From an optimization exercise on the open Yosys and OpenROAD flow, aimed at small area, a short achievable clock period and few clock cycles per item; shortcuts taken in it are not production practice. The RTL was checked by simulation tests, not by an equivalence proof against the original design.

## design/flow/config.mk

```make
export PLATFORM = sky130hd
export DESIGN_NAME = prefix_subtree_hasher
export DESIGN_NICKNAME = prefix_subtree_hasher
export VERILOG_FILES = /design/flow/design.v
export SDC_FILE = /design/flow/constraint.sdc
export NUM_CORES = 4
export LEC_CHECK = 0
export CAP_MARGIN = 20
export CORE_MARGIN = 2
export CORE_UTILIZATION = 40
export SLEW_MARGIN = 20
```

## design/flow/constraint.sdc

```tcl
create_clock -name core_clock -period 10.0 [get_ports {i_clk}]
set_input_delay 2.0000 -clock core_clock [delete_from_list [all_inputs] [get_ports {i_clk}]]
set_output_delay 2.0000 -clock core_clock [all_outputs]
set_load 0.01 [all_outputs]
```

## design/flow/design.v

```verilog
package psh_pkg;
    localparam logic [63:0] FNV_BASIS    = 64'hcbf29ce484222325;
    localparam logic [8:0]  FNV_PRIME_LO = 9'h1b3;
    localparam logic [63:0] GOLDEN       = 64'h9e3779b97f4a7c15;
    localparam logic signed [15:0] UNARY_FROM = 16'sd10;
    localparam logic [6:0]  SIZE_SAT     = 7'd127;
    localparam int QDEPTH = 4;
    localparam int QAW    = 2;
    localparam int JOB_W = 89;
    localparam logic [1:0] S_IDLE  = 2'd0;
    localparam logic [1:0] S_CHILD = 2'd1;
    localparam logic [1:0] S_MIX   = 2'd2;
    localparam logic [1:0] S_DONE  = 2'd3;
endpackage
import psh_pkg::*;
module psh_front
(
    input  logic               i_clk,
    input  logic               i_rst_n,
    input  logic               i_valid,
    output logic               o_ready,
    input  logic signed [15:0] i_token_code,
    input  logic [63:0]        i_value_bits,
    input  logic [5:0]         i_position,
    input  logic [15:0]        i_expr_id,
    input  logic               i_new_expr,
    output logic               o_job_valid,
    input  logic               i_job_ready,
    output logic [JOB_W-1:0]   o_job
);
    function automatic logic [63:0] fnv_mul(input logic [63:0] h);
        logic [63:0] lo;
        lo = h * {55'd0, FNV_PRIME_LO};
        fnv_mul = {h[23:0], 40'd0} + lo;
    endfunction
    logic        r_v1;
    logic [63:0] r_h1;
    logic [63:0] r_vbits1;
    logic [1:0]  r_kids1;
    logic        r_new1;
    logic [15:0] r_eid1;
    logic [5:0]  r_pos1;
    logic        r_v2;
    logic [JOB_W-1:0] r_job;
    logic        take1;
    logic        take2;
    logic [63:0] n_h1;
    logic [1:0]  n_kids;
    assign take2 = !r_v2 || i_job_ready;
    assign take1 = !r_v1 || take2;
    assign o_ready = take1;
    assign o_job_valid = r_v2;
    assign o_job = r_job;
    always_comb begin
        n_h1 = fnv_mul(FNV_BASIS ^ {{48{i_token_code[15]}}, i_token_code});
        if (i_token_code > 16'sd0) begin
            n_kids = (i_token_code < UNARY_FROM) ? 2'd2 : 2'd1;
        end else begin
            n_kids = 2'd0;
        end
    end
    always_ff @(posedge i_clk) begin
        if (!i_rst_n) begin
            r_v1 <= 1'b0;
            r_v2 <= 1'b0;
        end else begin
            if (take1) begin
                r_v1 <= i_valid;
            end
            if (take2) begin
                r_v2 <= r_v1;
            end
        end
    end
    always_ff @(posedge i_clk) begin
        if (take1) begin
            r_h1     <= n_h1;
            r_vbits1 <= i_value_bits;
            r_kids1  <= n_kids;
            r_new1   <= i_new_expr;
            r_eid1   <= i_expr_id;
            r_pos1   <= i_position;
        end
        if (take2) begin
            r_job[88:25] <= fnv_mul(r_h1 ^ r_vbits1);
            r_job[24:23] <= r_kids1;
            r_job[22]    <= r_new1;
            r_job[21:6]  <= r_eid1;
            r_job[5:0]   <= r_pos1;
        end
    end
endmodule
import psh_pkg::*;
module psh_queue
(
    input  logic i_clk,
    input  logic i_rst_n,
    input  logic i_push_valid,
    output logic o_push_ready,
    input  logic [JOB_W-1:0] i_job,
    output logic o_pop_valid,
    input  logic i_pop_ready,
    output logic [JOB_W-1:0] o_job
);
    logic [JOB_W-1:0] r_mem [QDEPTH];
    logic [QAW-1:0] r_wp;
    logic [QAW-1:0] r_rp;
    logic [QAW:0]   r_cnt;
    logic push;
    logic pop;
    assign o_push_ready = (r_cnt != (QAW+1)'(QDEPTH));
    assign o_pop_valid  = (r_cnt != '0);
    assign o_job        = r_mem[r_rp];
    assign push = i_push_valid && o_push_ready;
    assign pop  = o_pop_valid && i_pop_ready;
    always_ff @(posedge i_clk) begin
        if (!i_rst_n) begin
            r_wp  <= '0;
            r_rp  <= '0;
            r_cnt <= '0;
        end else begin
            if (push) begin
                r_wp <= r_wp + 1'b1;
            end
            if (pop) begin
                r_rp <= r_rp + 1'b1;
            end
            if (push && !pop) begin
                r_cnt <= r_cnt + 1'b1;
            end else if (pop && !push) begin
                r_cnt <= r_cnt - 1'b1;
            end
        end
    end
    always_ff @(posedge i_clk) begin
        if (push) begin
            r_mem[r_wp] <= i_job;
        end
    end
endmodule
import psh_pkg::*;
module psh_back
#(
    parameter int MAX_LEN = 64
)
(
    input  logic        i_clk,
    input  logic        i_rst_n,
    input  logic        i_job_valid,
    output logic        o_job_ready,
    input  logic [JOB_W-1:0] i_job,
    input  logic [6:0]  i_min_size,
    output logic        o_valid,
    input  logic        i_ready,
    output logic [15:0] o_out_expr_id,
    output logic [5:0]  o_out_position,
    output logic [6:0]  o_subtree_size,
    output logic [63:0] o_subtree_hash,
    output logic        o_is_candidate,
    output logic        o_overflow
);
    function automatic logic [63:0] mix_child(input logic [63:0] h, input logic [63:0] c);
        mix_child = h ^ (c + GOLDEN + {h[57:0], 6'd0} + {2'd0, h[63:2]});
    endfunction
    localparam int AW = (MAX_LEN > 1) ? $clog2(MAX_LEN) : 1;
    localparam int CW = $clog2(MAX_LEN + 1);
    logic [6:0]  r_size_mem [MAX_LEN];
    logic [63:0] r_hash_mem [MAX_LEN];
    logic [1:0]    r_state;
    logic [1:0]    n_state;
    logic [CW-1:0] r_count;
    logic [1:0]    r_kids;
    logic [63:0]   r_hash;
    logic [7:0]    r_size;
    logic [15:0]   r_eid;
    logic [5:0]    r_pos;
    logic [6:0]    r_rd_size;
    logic [63:0]   r_rd_hash;
    logic          r_ov;
    logic [15:0]   r_o_eid;
    logic [5:0]    r_o_pos;
    logic [6:0]    r_o_size;
    logic [63:0]   r_o_hash;
    logic          r_o_cand;
    logic          r_o_over;
    logic          pop;
    logic          rd_en;
    logic          out_load;
    logic          room;
    logic [6:0]    fin_size;
    logic          fin_over;
    logic [AW-1:0] rd_addr;
    logic [AW-1:0] wr_addr;
    assign room     = (r_count < CW'(MAX_LEN));
    assign fin_size = (r_size > {1'b0, SIZE_SAT}) ? SIZE_SAT : r_size[6:0];
    assign fin_over = (int'(r_size) > MAX_LEN) || !room;
    assign rd_addr  = AW'(r_count - 1'b1);
    assign wr_addr  = AW'(r_count);
    assign o_job_ready = pop;
    always_comb begin
        n_state  = r_state;
        pop      = 1'b0;
        rd_en    = 1'b0;
        out_load = 1'b0;
        unique case (r_state)
            S_IDLE: begin
                if (i_job_valid) begin
                    pop     = 1'b1;
                    n_state = S_CHILD;
                end
            end
            S_CHILD: begin
                if (r_kids != 2'd0 && r_count != '0) begin
                    rd_en   = 1'b1;
                    n_state = S_MIX;
                end else begin
                    n_state = S_DONE;
                end
            end
            S_MIX: begin
                n_state = S_CHILD;
            end
            S_DONE: begin
                if (!r_ov || i_ready) begin
                    out_load = 1'b1;
                    n_state  = S_IDLE;
                end
            end
            default: begin
                n_state = S_IDLE;
            end
        endcase
    end
    always_ff @(posedge i_clk) begin
        if (!i_rst_n) begin
            r_state <= S_IDLE;
            r_count <= '0;
            r_ov    <= 1'b0;
        end else begin
            r_state <= n_state;
            if (pop && i_job[22]) begin
                r_count <= '0;
            end else if (rd_en) begin
                r_count <= r_count - 1'b1;
            end else if (out_load && room) begin
                r_count <= r_count + 1'b1;
            end
            if (out_load) begin
                r_ov <= 1'b1;
            end else if (i_ready) begin
                r_ov <= 1'b0;
            end
        end
    end
    always_ff @(posedge i_clk) begin
        if (pop) begin
            r_hash <= i_job[88:25];
            r_size <= 8'd1;
            r_kids <= i_job[24:23];
            r_eid  <= i_job[21:6];
            r_pos  <= i_job[5:0];
        end else if (rd_en) begin
            r_kids <= r_kids - 1'b1;
        end else if (r_state == S_MIX) begin
            r_hash <= mix_child(r_hash, r_rd_hash);
            r_size <= r_size + {1'b0, r_rd_size};
        end
        if (out_load) begin
            r_o_eid  <= r_eid;
            r_o_pos  <= r_pos;
            r_o_size <= fin_size;
            r_o_hash <= r_hash;
            r_o_cand <= (fin_size >= i_min_size);
            r_o_over <= fin_over;
        end
    end
    always_ff @(posedge i_clk) begin
        if (out_load && room) begin
            r_size_mem[wr_addr] <= fin_size;
            r_hash_mem[wr_addr] <= r_hash;
        end
        r_rd_size <= r_size_mem[rd_addr];
        r_rd_hash <= r_hash_mem[rd_addr];
    end
    assign o_valid        = r_ov;
    assign o_out_expr_id  = r_o_eid;
    assign o_out_position = r_o_pos;
    assign o_subtree_size = r_o_size;
    assign o_subtree_hash = r_o_hash;
    assign o_is_candidate = r_o_cand;
    assign o_overflow     = r_o_over;
endmodule
import psh_pkg::*;
module prefix_subtree_hasher
#(
    parameter int MAX_LEN = 64
)
(
    input  logic               i_clk,
    input  logic               i_rst_n,
    input  logic               psel,
    input  logic               penable,
    input  logic               pwrite,
    input  logic [2:0]         paddr,
    input  logic [31:0]        pwdata,
    output logic [31:0]        prdata,
    output logic               pready,
    input  logic               i_valid,
    output logic               o_ready,
    input  logic signed [15:0] i_token_code,
    input  logic [63:0]        i_value_bits,
    input  logic [5:0]         i_position,
    input  logic [15:0]        i_expr_id,
    input  logic               i_new_expr,
    output logic               o_valid,
    input  logic               i_ready,
    output logic [15:0]        o_out_expr_id,
    output logic [5:0]         o_out_position,
    output logic [6:0]         o_subtree_size,
    output logic [63:0]        o_subtree_hash,
    output logic               o_is_candidate,
    output logic               o_overflow
);
    localparam logic REG_MIN_SIZE = 1'b0;
    logic [6:0] r_min_size;
    logic fq_valid;
    logic fq_ready;
    logic [JOB_W-1:0] fq_job;
    logic qb_valid;
    logic qb_ready;
    logic [JOB_W-1:0] qb_job;
    assign pready = 1'b1;
    assign prdata = (paddr[2] == REG_MIN_SIZE) ? {25'd0, r_min_size} : 32'd0;
    always_ff @(posedge i_clk) begin
        if (!i_rst_n) begin
            r_min_size <= 7'd2;
        end else if (psel && penable && pwrite && paddr[2] == REG_MIN_SIZE) begin
            r_min_size <= pwdata[6:0];
        end
    end
    psh_front u_front (
        .i_clk        (i_clk),
        .i_rst_n      (i_rst_n),
        .i_valid      (i_valid),
        .o_ready      (o_ready),
        .i_token_code (i_token_code),
        .i_value_bits (i_value_bits),
        .i_position   (i_position),
        .i_expr_id    (i_expr_id),
        .i_new_expr   (i_new_expr),
        .o_job_valid  (fq_valid),
        .i_job_ready  (fq_ready),
        .o_job        (fq_job)
    );
    psh_queue u_queue (
        .i_clk        (i_clk),
        .i_rst_n      (i_rst_n),
        .i_push_valid (fq_valid),
        .o_push_ready (fq_ready),
        .i_job        (fq_job),
        .o_pop_valid  (qb_valid),
        .i_pop_ready  (qb_ready),
        .o_job        (qb_job)
    );
    psh_back #(
        .MAX_LEN (MAX_LEN)
    ) u_back (
        .i_clk          (i_clk),
        .i_rst_n        (i_rst_n),
        .i_job_valid    (qb_valid),
        .o_job_ready    (qb_ready),
        .i_job          (qb_job),
        .i_min_size     (r_min_size),
        .o_valid        (o_valid),
        .i_ready        (i_ready),
        .o_out_expr_id  (o_out_expr_id),
        .o_out_position (o_out_position),
        .o_subtree_size (o_subtree_size),
        .o_subtree_hash (o_subtree_hash),
        .o_is_candidate (o_is_candidate),
        .o_overflow     (o_overflow)
    );
endmodule
```

## design/flow/run.sh

```bash
#!/bin/bash
# synth_recipe.tcl (not shown) runs the flow's synth.tcl, then flattens the netlist and writes it again
# the make line also repeats each setting of config.mk as NAME=value (left out here)
make -C /OpenROAD-flow-scripts/flow DESIGN_CONFIG=/design/flow/config.mk WORK_HOME=/design/flow/orfs CLKGATE_MAP_FILE= SYNTH_SCRIPT=/design/flow/synth_recipe.tcl finish
```

==> summary.txt <==
stage by stage:
stage	util, %	hold slack (ns)
3_3_place_gp	42.4	0.402
4_1_cts	45.6	0.421
3_5_place_dp	42.4	0.405
6_report	45.6	0.418
2_1_floorplan	-	0.400
5_1_grt	45.6	0.424
worst paths after layout:
| path | startpoint | end | slack (ns) |
|---|---|---|---|
| max | u_front.r_h1[62] | u_front.r_job[87] | 3.07 |
| min | u_back.r_eid[10] | u_back.r_o_eid[10] | 0.42 |
| max reg2reg | u_front.r_h1[62] | u_front.r_job[87] | 3.07 |
| min reg2reg | u_back.r_eid[10] | u_back.r_o_eid[10] | 0.42 |
registers in the layout, summed over array words and instances, names as in the netlist, 7 cells and up, named ones only:
register           flops
r_min_size             7
u_back.r_count         7
u_back.r_hash         64
u_front.r_job         89
u_queue.r_mem        356
u_front.r_eid1        16
u_back.r_o_eid        16
u_back.r_o_size        7
u_front.r_h1          48
u_back.r_rd_size       7
u_back.r_size_mem    448
u_back.r_size          8
u_front.r_vbits1      64
u_back.r_eid          16
u_back.r_rd_hash      64
u_back.r_o_hash       64
u_back.r_hash_mem   4096
cells in the final DEF (no fill, tap or decap), types with 22 or more instances in the layout:
cell and count:
clkbuf_1 159, nand2_1 122, a21o_1 91, a21oi_1 215, buf_12 29, fa_1 338
clkbuf_16 572, xor2_1 175, a31oi_1 22, mux4_2 1580, clkinv_2 74, conb_1 26
dfxtp_1 104, o21bai_1 31, o21ai_0 87, a211oi_1 26, clkdlybuf4s50_1 221, nor2_1 162
edfxtp_1 5309, ha_1 439, bufinv_16 24, and2_1 22, nand3_1 35, buf_4 265
nand2b_1 23, nor2_4 62, nand4_1 25, clkinv_1 99, nor2b_1 33, xnor2_1 195
inv_1 712
cell type report:
type | count | area (sq um)
clock inverters | 271 | 2700
clock buffers | 751 | 15200
flip-flops and latches | 5416 | 162000
diodes | 6 | 15.0
well taps | 7479 | 9360
multi-input cells | 3967 | 58800
repair buffers | 519 | 4860
fillers | 46400 | 305000
inverters | 716 | 2700
kinds of logic (layout without fill, tap and decap cells):
logic type	after synthesis	after routing	share of synthesized area [%]
other cells	2	32	0.00335
mux	1591	1591	15.9
xor+xnor	375	375	1.47
flops	5416	5416	72.0
buf+inv	1169	2257	2.05
fa+ha+maj	778	778	5.47
simple gates	589	589	1.25
compound gates	608	608	1.79
layer usage:
layer  global-route usage [%]  part of all wire, %
met1                     29.0                   40
met2                     34.7                   49
met3                     3.44                  8.1
met4                     5.74                  2.9
met5                        0               0.0036
synthesized netlist by cell type (7+ instances only):
cell / instances
xnor2_1: 197
a31oi_1: 22
xor2_1: 177
dfxtp_1: 107
inv_1: 716
o21bai_1: 31
nor2_1: 224
buf_2: 79
clkbuf_1: 288
nor3_1: 23
edfxtp_1: 5309
nand2_1: 123
mux4_2: 1580
and2_1: 26
o21ai_0: 87
mux2i_1: 10
buf_1: 57
a22o_1: 7
o21ai_1: 14
nor2b_1: 33
and3_1: 20
nand4_1: 25
or3_1: 17
nand3_1: 35
o31ai_1: 7
a211o_1: 8
ha_1: 440
a211oi_1: 26
or2_2: 10
o21a_1: 21
nor4_1: 8
fa_1: 338
a21oi_1: 215
a21o_1: 91
buf_4: 26
nand2b_1: 23
worst max-delay path, stage by stage, from the launching register on:
cell      delay (ns)
edfxtp_1        0.92
xor2_1          0.57
ha_1            0.30
inv_1           0.10
fa_1            0.51
inv_1           0.05
fa_1            0.45
fa_1            0.41
ha_1            0.31
ha_1            0.38
a21o_1          0.19
a21oi_1         0.21
o21ai_1         0.17
o31ai_1         0.70
and2_1          0.22
a21boi_1        0.10
a211o_1         0.34
a41o_1          0.27
a221oi_2        0.31
xnor2_1         0.11
==> impl_results.md <==
- Period utilization: 69.3%
- Mapped Area: 0.224 sq mm
- Setup TNS: 0 ns
- CP arrival: 7.73 ns
- Initial antenna violation count: 31
- Detailed placer's ending HPWL: 343 mm
- Avg Cell Area, Syn: 21.3 sq um
- Status: timing/DRC/antenna clean
- DR pass1 iterations: 6
- Min cycle time layout: 6.93 ns
- Primary FF master, synth: edfxtp_1
- Total number of vias: 109,000
- Post-route cell area: 0.255 sq mm
- Sequential area share after synthesis: 72.0%
- Clk root buf: clkbuf_16
- Worst relative slew slack: 20.3%
- Worst-Margin Slew: 1.20 ns
- Dpl ws: 2.43 ns
- Pin count of the biggest net entering global routing: 134
- CTS hold repair buffers: 0
- Crit path launch type: flip-flop
- PortBufs: 221
- Total GRT Usage: 21.0%
- Total routed wirelength: 606 mm
- Num CTS Buffers: 564
- Core area: 0.560 sq mm
- Post-synth cell types: 95
- WS Path Type: reg -> reg
- Fin. Hold Viols: 0
- Area leader, netlist: edfxtp_1
- Num rows: 275
- # setup viols final: 0
- Clock Path Buffers: 4
- Full die area: 0.567 sq mm
- First-pass GRT wire length: 850 mm
- Layout area overhead: 13.8%
- Fmax: 144 MHz
- Ports: 275
- RSZ-0062 raised after global routing: no
- Vias in the first global route: 112,000
- CTS tree: built
- Buffers inserted by post-CTS timing repair: 0
- Placed cell count: 18,100
- Area after DPL: 0.237 sq mm
- Share of cells above drive strength 1: 23.8%
- Initial Util: 40.1%
- WHS Path Cells: 0
- Final worst slack: 3.07 ns
- Yosys warning total: 4
- Total global routing overflow: 0
- Synth top area cells: edfxtp_1, mux4_2, fa_1
- Gpl congestion: 0.867
- Clock slew at reported path FFs: 0.06 ns
- DRT iter0 DRCs: 14,100
- Number of synthesized flops with an enable pin: 5,309
- R2r worst-path depth: 19
- Critical path required time: 10.79 ns
- Finished Layout Cells: 19,100
- Worst Path Max Fanout: 15
- Share of the synthesized area in the top cell type: 71.1%
- Cell count after synthesis: 10,500
- Setup crit end kind: flip-flop
- Post_cts resized: 0
- Nets@finish: 12,100
- Clk latency of the worst-skew pair: 1.10 ns
- Die height: 753 um
- Wire per inst: 31.7 um
- Total clock sinks: 5,416
- Max-Cap Viols: 0
- H-tree level count: 6
- Via/cell ratio: 5.71
- Die Span X: 753 um
- Final ANT Viol Nets: 0
- Async set-or-reset flop fraction in the synthesized netlist: 0%
- Final clock skew: 0.0899 ns
- Fin. max-slew vios: 0
- Hold Crit Class: reg -> reg
- Post-route DRC: 0
- FF+latch count, synth: 5,416
Testbench counts, summed over its fixed seeds: cycles 59,114, items 12,000.

## afterwards: timing with drivers on the ports
Ports are ideal in the flow. The routed layout listed here was re-timed in OpenROAD. Step 1, drivers: a clkbuf_16 drives i_clk and a buf_2 each remaining input, both assumed. Step 2, shift: input delay + t, output delay - t, t = (earliest + latest rising clock arrival at the registers) / 2. This alone moves slack from input paths to output paths. Three values: ideal, step 1, step 2; two values: the first two.
shift t [ns]: 1.188
slack for setup (ns): 3.067 / 3.067 / 2.376
worst setup path at the end: input to register
clock arrival spread, ns: 0.109 / 0.109
cell pins on the clock port's net: 1
After both steps this run still meets setup and hold. The setup slack of this run moves by 0.000 ns with the drivers and by -0.691 ns with both steps.
